Context: an optimization exercise on an open-source flow, tuned for small area, a short achievable clock period and few clock cycles. The choices shown serve that exercise and are no tape-out recipe.
The RTL was checked by simulation tests, not by an equivalence proof against the original design.
Power figures rest on the tool's default switching activity, not on a simulated workload.

## tensor_axis_permute_addresses_top
module tensor_axis_permute_addresses_top #(
   parameter int RANK_LIMIT = 4,
   parameter int AXIS_BITS  = 8,
   parameter int VALUE_BITS = 32
) (
   input  logic        clock,
   input  logic        reset,
   input  logic        req_valid,
   output logic        req_ready,
   input  logic [31:0] req_element_value,
   output logic        rsp_valid,
   input  logic        rsp_ready,
   output logic [31:0] rsp_dest_address,
   output logic [31:0] rsp_moved_value,
   output logic        rsp_final_element,
   input  logic        csr_valid,
   output logic        csr_ready,
   input  logic [1:0]  csr_index,
   input  logic [31:0] csr_data
);
Size: ~1,900 cells after synthesis, about 390 flip-flops, about 20,000 µm² of cells after synthesis.
export LEC_CHECK = 0
export ABC_CLOCK_PERIOD_IN_PS = 2800
export CAP_MARGIN = 20
export CORE_MARGIN = 2
export CORE_UTILIZATION = 55
export CTS_BUF_LIST = sky130_fd_sc_hd__clkbuf_8
export CTS_CLUSTER_SIZE = 30
export PLACE_DENSITY = 0.7
export SETUP_SLACK_MARGIN = 3.8
export SLEW_MARGIN = 20
create_clock -name core_clock -period 7.0 [get_ports {clock}]
run.sh (not shown) runs the stock make flow with config.mk's settings and CLKGATE_MAP_FILE= SYNTH_SCRIPT=/design/flow/synth_recipe.tcl, a recipe that flattens the netlist after the stock synthesis.
The baseline produced a clean layout.
Testbench counts at the start, summed over its fixed seeds: cycles 13,044.
Edit:
--- a/flow/design.v
+++ b/flow/design.v
@@ -38,25 +38,24 @@
    logic [2:0]         pv;
    logic [24:0]        es0;        
    logic [16:0]        es1;
    logic [8:0]         es2;
    logic [3:0]         ev;
    logic [31:0]        PK;         
    logic [31:0]        WK;         
    logic               ov, olast;
    logic [31:0]        oval;
    logic               rdy;
    logic               rdy_e;      
    logic [1:0]         est, ej;
-   logic               ez;         
    logic               eph, efirst;
    logic [1:0]         oj;         
    logic [1:0]         ojn;        
    logic [7:0]         sj;         
    logic               jact;       
    logic [3:0]      in_use, szz, tp_nx, tp_pr;
    logic [3:0][7:0] c_nx, c_inc;
    logic [7:0]      cq;
    assign cq = c[ej];
    logic            fx_nx, fx_pr;
    logic [1:0]      kx_nx, kx_pr;
    always_comb begin
@@ -187,25 +186,25 @@
       done     = 1'b0;
       wwr      = 1'b0;
       ejm      = ej - 2'd1;
       if (req_fire) begin
          nk_n    = kx;
          nmode_n = fx ? M_ZERO : M_INC;
          c_n     = c_nx;
          tp_n    = tp_nx;
          fx_n    = fx_nx;
          kx_n    = kx_nx;
       end
       case (est)
-         S_WC:    wsel = (eph || !ez) ? ojn : (nmode == M_ZERO) ? kx : lk;
+         S_WC:    wsel = (eph || ej != 2'd0) ? ojn : (nmode == M_ZERO) ? kx : lk;
          S_PC:    wsel = ej;
          default: wsel = kq;     
       endcase
       if (oload) begin
          if (lmode == M_ZERO) begin
             pwe[3] = 1'b1;               
             pv_n   = 3'b000;
          end else if (lmode == M_INC) begin
             pwe[3] = 1'b1;
             if (lk != 2'd3) pwe[lk] = 1'b1;
             for (int m = 0; m < 3; m++) begin
                if (2'(m) == lk) pv_n[m] = 1'b1;
@@ -231,43 +230,43 @@
             wk_w   = 1'b1;                       
             tp_n   = tp_pr;
             fx_n   = fx_pr;
             kx_n   = kx_pr;
             est_n  = S_WC;
          end
          S_WC: begin
             if (!eph) begin
                if (jact) begin
                   ewe[ej] = 1'b1;                
                   ev_n[ej] = 1'b1;
                   wwr     = 1'b1;
-                  if (ez) begin
+                  if (ej == 2'd0) begin
                      done = 1'b1;
                   end else if (efirst) begin
                      pk_h     = 1'b0;                 
                      pk_i     = 1'b1;
                      efirst_n = 1'b0;
                      adv      = 1'b1;
                   end else begin
                      wk_p = 1'b1;
                      if (sj[0]) begin
                         pk_h = 1'b0;
                         pk_p = 1'b1;
                      end
                      sj_s = 1'b1;
                      if ((sj >> 1) == 8'd0) adv = 1'b1;
                      else eph_n = 1'b1;
                   end
                end else begin
-                  if (ez) done = 1'b1;
+                  if (ej == 2'd0) done = 1'b1;
                   else adv = 1'b1;
                end
             end else begin
                if (sj[0]) begin                      
                   pk_h = 1'b0;
                   pk_a = 1'b1;
                end
                wk_s = 1'b1;
                sj_s = 1'b1;
                if ((sj >> 1) == 8'd0) begin
                   eph_n = 1'b0;
                   adv   = 1'b1;
@@ -380,25 +379,24 @@
          nk      <= nk_n;
          if (ofree) ov <= oload;
          rdy_e   <= rdy_n && !(oload || (ov && !rsp_ready));
          rdy     <= rdy_n;
       end
    end
    always_ff @(posedge clock) begin
       nmode  <= nmode_n;
       pv     <= pv_n;
       ev     <= ev_n;
       est    <= est_n;
       ej     <= ej_n;
-      ez     <= ej_n == 2'd0;
       eph    <= eph_n;
       efirst <= efirst_n;
       PK     <= PK_n;
       for (int m = 0; m < 4; m++) begin
          if (pwe[m]) P[m] <= (m == 3 && p3z) ? 32'd0 : asum;
       end
       if (ewe[0]) es0 <= asum[24:0];
       if (ewe[1]) es1 <= asum[16:0];
       if (ewe[2]) es2 <= asum[8:0];
       tp     <= tp_n;
       fx     <= fx_n;
       kx     <= kx_n;
Power increases by 5.2%.
Area after synthesis barely changes.
Cell area grows by 0.79%.
Wire length came out higher by 1.4%.
Worst setup slack improves by 16 ps.
Via count rose by 1.6%.
Worst hold slack is worse by 11 ps.
Global-route usage climbs by 0.25 points.
Core utilization grows by 0.52 points.
Testbench counts after the change, summed over its fixed seeds: cycles 13,044.

separate check: timing with driven ports:
The results above use ideal ports. As a check the final layouts listed here were re-extracted and re-timed, cells and wires unchanged. Step 1 assumes that a clkbuf_16 drives the clock port and a buf_2 every other input. Step 2 times the ports against the registers' clock, not the clock port: input delays grow and output delays shrink by t, the midpoint of the rising clock arrivals with the driver on. Slacks: no drivers / after step 1 / after step 2; pairs: no drivers / after step 1.
run | shift t [ns] | slack for setup (ns) | hold WS [ns] | worst setup path at the end | worst register clock-pin slew, ns
the first run | 0.664 | 3.802 / 3.781 / 3.239 | 0.468 / 0.468 / 0.468 | input to register | 0.06 / 0.06
the second run | 0.657 | 3.818 / 3.785 / 3.272 | 0.457 / 0.457 / 0.457 | input to register | 0.07 / 0.07
After both steps every run listed still meets setup and hold. The setup slack of the first run, which loses most, moves by -0.021 ns with the drivers and by -0.563 ns with both steps.
